From an optimization exercise on the open Yosys and OpenROAD flow, aimed at small area, a short achievable clock period and few clock cycles; shortcuts taken in it are not production practice.
RTL that was checked went through simulation tests only; none was proved equivalent to the original.
Power figures rest on the tool's default switching activity, not on a simulated workload.

## run A
## serial_command_line_parser_top
module serial_command_line_parser_top (
  input  logic        clk,
  input  logic        rst_n,
  input  logic        in_valid,
  output logic        in_ready,
  input  logic [7:0]  in_rx_byte,
  output logic        out_valid,
  input  logic        out_ready,
  output logic [3:0]  out_cmd_code,
  output logic [30:0] out_cmd_arg
);
export LEC_CHECK = 0
export ABC_AREA = 1
export CAP_MARGIN = 20
export CORE_MARGIN = 2
export CORE_UTILIZATION = 40
export SETUP_SLACK_MARGIN = 5
export SLEW_MARGIN = 20
create_clock -name core_clock -period 8.0 [get_ports {clk}]
standard.sh (not shown) runs the stock make flow with config.mk's settings and CLKGATE_MAP_FILE= SYNTH_SCRIPT=/design/flow/synth_recipe.tcl, a recipe that flattens the netlist after the stock synthesis.
==> flow/flow/run.sh <==
#!/bin/bash
set -euo pipefail
bash standard.sh SETUP_SLACK_MARGIN=5.6 finish > flow_make.log 2>&1
Run A was carried through to the last stage, and its layout satisfied the timing, DRC and antenna checks.
Testbench counts of run A, summed over its fixed seeds: cycles 21,597.
Setup changes, run A to run B
==> flow/run.sh (new file) <==
#!/bin/bash
# synth_recipe.tcl (not shown) runs the flow's synth.tcl, then flattens the netlist and writes it again
# the make line also repeats each setting of config.mk as NAME=value (left out here)
make -C /OpenROAD-flow-scripts/flow DESIGN_CONFIG=/design/flow/config.mk WORK_HOME=/design/flow/orfs CLKGATE_MAP_FILE= SYNTH_SCRIPT=/design/flow/synth_recipe.tcl finish
removed: flow/flow/run.sh
removed: flow/standard.sh
## What came out
Run B has less setup slack than run A. Between run B and run A, it is run B whose power drawn by the combinational cells is lower, by 32%. Taking run B over run A, the global-route wire length before repair ratio works out to 0.866. Cmp run B vs run A: proportion of cell area spent on the clock network higher in run B. Buffer share of cell area in run B vs run A: down 8.2 points. Of run A and run B, the run reporting the lower critical path depth was run B. [compare] base=run A new=run B: part of the total power dissipated in sequential elements now larger, shortest clock period the worst path allows after layout went up, clock-net power moved down. Peak per-stage delay on the critical path, run A and run B, higher one = run B. Taking run A as 1.0, run B lands at 0.801 on leakage power total.
Changes in run C relative to run B:
Settings: ABC_AREA no longer set, was 1.
Count of buffering cells on the critical path with inverters included, run C and run B: lower on run B
The estimated power of run C ends up higher than the estimate for run B.
When run C is set beside run B, its relative contribution of the clock network to total power turns out to be 11 points smaller.
Comparing setup slack for run C and run B, the smaller number came from run C.
Multi-input gate area in the final layout: run C > run B
Measured against each other, run C and run B differ in proportion of final cell area spent on non-clock buffers, the lower figure coming from run B.
| cell count of the worst reg-to-reg path | lower: run B |
Looking only at adder-cell share of the synthesized area, and setting everything else aside, the lower value of run C and run B goes to run B.
Routed via count (lower): run C

* * *

xenon:
serial_command_line_parser_top, a different RTL version from the one above (not shown whole).
For scale: roughly 1300 cells after synthesis, ~100 flip-flops, about 49 I/O pins.
clock: 8.0 ns
lec_check: 0
abc_area: 1
cap_margin: 20
core_margin: 2
core_utilization: 60
setup_slack_margin: 5
slew_margin: 20
==> flow/flow/run.sh <==
#!/bin/bash
set -euo pipefail
bash standard.sh SETUP_SLACK_MARGIN=5.3 finish > flow_make.log 2>&1
xenon: full flow OK, the timing, DRC and antenna checks passed
Testbench counts of xenon, summed over its fixed seeds: cycles 21,597.
[inputs] sierra vs xenon
Settings: a change of CORE_UTILIZATION from 60 to 40.
==> comparison <==
On power density over the cells: sierra sits below xenon.
NOTE: detailed-route via count in sierra falls short of that of xenon
Min met3 routed wirelength across sierra and xenon: sierra
Going from xenon to sierra, power in sequential cells barely changed; worst-case setup slack after placement dropped 140 ps; placement-stage cell area climbed 120 um^2.
Diff xenon..sierra | fraction of synthesis flops using an asynchronous set or reset pin | unchanged
Relative to sierra, the following input files were edited for ember:
==> flow/flow/run.sh <==
#!/bin/bash
set -euo pipefail
bash standard.sh SETUP_SLACK_MARGIN=5.4 finish > flow_make.log 2>&1
## What came out
ember vs. sierra: final clock period utilization by the worst path decreased by 0.68 points relative to the old numbers; global-route wire length before repair up about 3.6%; total power increased by 37 uW relative to the old numbers; number of DRC violations after detailed-routing iteration 0 now smaller.

* * *

== rev 12 ==
serial_command_line_parser_top, a different RTL version from the one above (not shown whole).
Size: about 1300 cells after synthesis, roughly 110 flip-flops, roughly 0.0092 mm² of cells after synthesis.
Settings: LEC_CHECK=0, ABC_AREA=1, CAP_MARGIN=20, CORE_MARGIN=2, CORE_UTILIZATION=40, SETUP_SLACK_MARGIN=5, SLEW_MARGIN=20; clock period 8.0 ns.
run.sh (not shown) runs the stock make flow with config.mk's settings and CLKGATE_MAP_FILE= SYNTH_SCRIPT=/design/flow/synth_recipe.tcl, a recipe that flattens the netlist after the stock synthesis.
Stock flow here: none of the scripts above is used.
In summary, rev 12 completed successfully, with a layout that passed the timing, DRC and antenna checks.
Edits applied to the flow inputs when going from rev 12 to rev 13:
--- a/flow/config.mk
+++ b/flow/config.mk
@@ -8 +7,0 @@
-export ABC_AREA = 1
Rev 13: combinational fraction of design power 44 points below rev 12. Comparing rev 12 and rev 13, total power per unit cell area is lower on rev 13. Biggest fanout along the worst timing path: rev 13 < rev 12. In rev 13, time the final worst path needs with I/O delays and setup is higher than in rev 12. Final worst slack (higher): rev 12. Rev 13: no failed stages, no open violations at the end.
No run of this note included a check of the RTL's function; only the layout flow was run.

* * *

serial_command_line_parser_top with an RTL version that a note above also has.
Size: roughly 1300 cells after synthesis, ~100 flip-flops, about 49 I/O pins, roughly 8900 um2 of cells after synthesis.
==> flow/design.v (excerpt) <==
module serial_command_line_parser_top (
  input  logic        clk,
  input  logic        rst_n,
  input  logic        in_valid,
  output logic        in_ready,
  input  logic [7:0]  in_rx_byte,
  output logic        out_valid,
  input  logic        out_ready,
  output logic [3:0]  out_cmd_code,
  output logic [30:0] out_cmd_arg
);
  function automatic logic chain_hit(input logic [5:0] s, input logic [5:0] c);
    chain_hit =
      ((s == 6'd1) && (c == K_D)) ||   
      ((s == 6'd2) && (c == K_L)) ||
      ((s == 6'd4) && (c == K_E)) ||
      ((s == 6'd16) && (c == K_R)) ||   
      ((s == 6'd33) && (c == K_A)) ||
      ((s == 6'd3) && (c == K_C)) ||
      ((s == 6'd6) && (c == K_K)) ||
      ((s == 6'd24) && (c == K_A)) ||   
      ((s == 6'd49) && (c == K_N)) ||
      ((s == 6'd34) && (c == K_U)) ||
      ((s == 6'd5) && (c == K_A)) ||
      ((s == 6'd10) && (c == K_L)) ||
      ((s == 6'd41) && (c == K_E)) ||   
      ((s == 6'd19) && (c == K_C)) ||
      ((s == 6'd39) && (c == K_A)) ||
      ((s == 6'd15) && (c == K_L)) ||
      ((s == 6'd61) && (c == K_T)) ||   
      ((s == 6'd58) && (c == K_A)) ||
  ...
clock: 8.0 ns
lec_check: 0
abc_area: 1
cap_margin: 20
core_margin: 2
core_utilization: 40
cts_cluster_diameter: 100
cts_cluster_size: 40
setup_slack_margin: 5
slew_margin: 20
Testbench counts at the start, summed over its fixed seeds: cycles 21,597.
Next try:
Settings changed: CORE_UTILIZATION 40 to 65, CTS_CLUSTER_DIAMETER 100 to not set, CTS_CLUSTER_SIZE 40 to not set.
After rerunning: The new run passed the timing, DRC and antenna checks; count of clock-buffer cells in the layout shrinks by 1; global-route usage rose by 13 points; via count rises by 4.7%; cell area shrinks by about 1.2%.
Next try:
Settings changed: CAP_MARGIN 20 to 0, CORE_UTILIZATION 65 to 40, SLEW_MARGIN 20 to 0.
After rerunning:
- worst hold slack loses 15 ps
- wire length rose by 3.4%
- final area rose by 1.2%
- sequential share of layout area fell by 0.32 points
- area after synthesis stays the same
- first-iteration DRC count fell by 32%
- maximum frequency rose by 0.55%
- setup slack gains 16 ps
- via count fell by 4.5%
- cell count rose by 6.8%
Next try:
==> flow/flow/run.sh (new file) <==
#!/bin/bash
set -euo pipefail
bash standard.sh SETUP_SLACK_MARGIN=5.3 finish > flow_make.log 2>&1
==> flow/standard.sh (new file) <==
#!/bin/bash
# synth_recipe.tcl (not shown) runs the flow's synth.tcl, then flattens the netlist and writes it again
# the make line also repeats each setting of config.mk as NAME=value (left out here)
make -C /OpenROAD-flow-scripts/flow DESIGN_CONFIG=/design/flow/config.mk WORK_HOME=/design/flow/orfs CLKGATE_MAP_FILE= SYNTH_SCRIPT=/design/flow/synth_recipe.tcl "${@:-finish}"
Settings changed: CAP_MARGIN 0 to 20, SLEW_MARGIN 0 to 20.
removed: flow/run.sh
Outcome: The new run produced a clean layout; design area grows by 5.9%; critical path depth grows by 1; global-route usage grows by 0.80 points; combinational power grows by about 5%.

==> re-timing with driven ports <==
How much do the figures lean on ideal ports? The routed layouts below were timed once more, with nothing changed but the port constraints. Step 1 assumes that a clkbuf_16 drives the clock port and a buf_2 every other input. Step 2 also shifts input and output timing later by t, the mid clock arrival at the registers, as if the neighbouring blocks saw the same clock. Three values: ideal ports, drivers, drivers and shift; two values: the first two.
run	shift t [ns]	setup slack, ns	worst data-port slew with drivers (ns)
run A	0.404	5.327 / 5.320 / 4.985	0.05
run B	0.406	5.037 / 4.993 / 4.659	0.03
run C	0.396	4.982 / 4.932 / 4.708	0.03
xenon	0.398	5.192 / 5.192 / 4.909	0.03
sierra	0.400	5.336 / 5.290 / 4.963	0.03
ember	0.399	5.391 / 5.344 / 5.125	0.03
rev 12	0.409	4.938 / 4.938 / 4.648	0.03
rev 13	0.410	4.585 / 4.585 / 4.229	0.03
the first run of note 4	0.406	5.037 / 4.993 / 4.659	0.03
the second run of note 4	0.411	5.020 / 4.977 / 4.785	0.03
the third run of note 4	0.406	5.037 / 4.993 / 4.659	0.03
the fourth run of note 4	0.408	5.271 / 5.225 / 4.990	0.03
After both steps setup and hold are still met in every run listed.
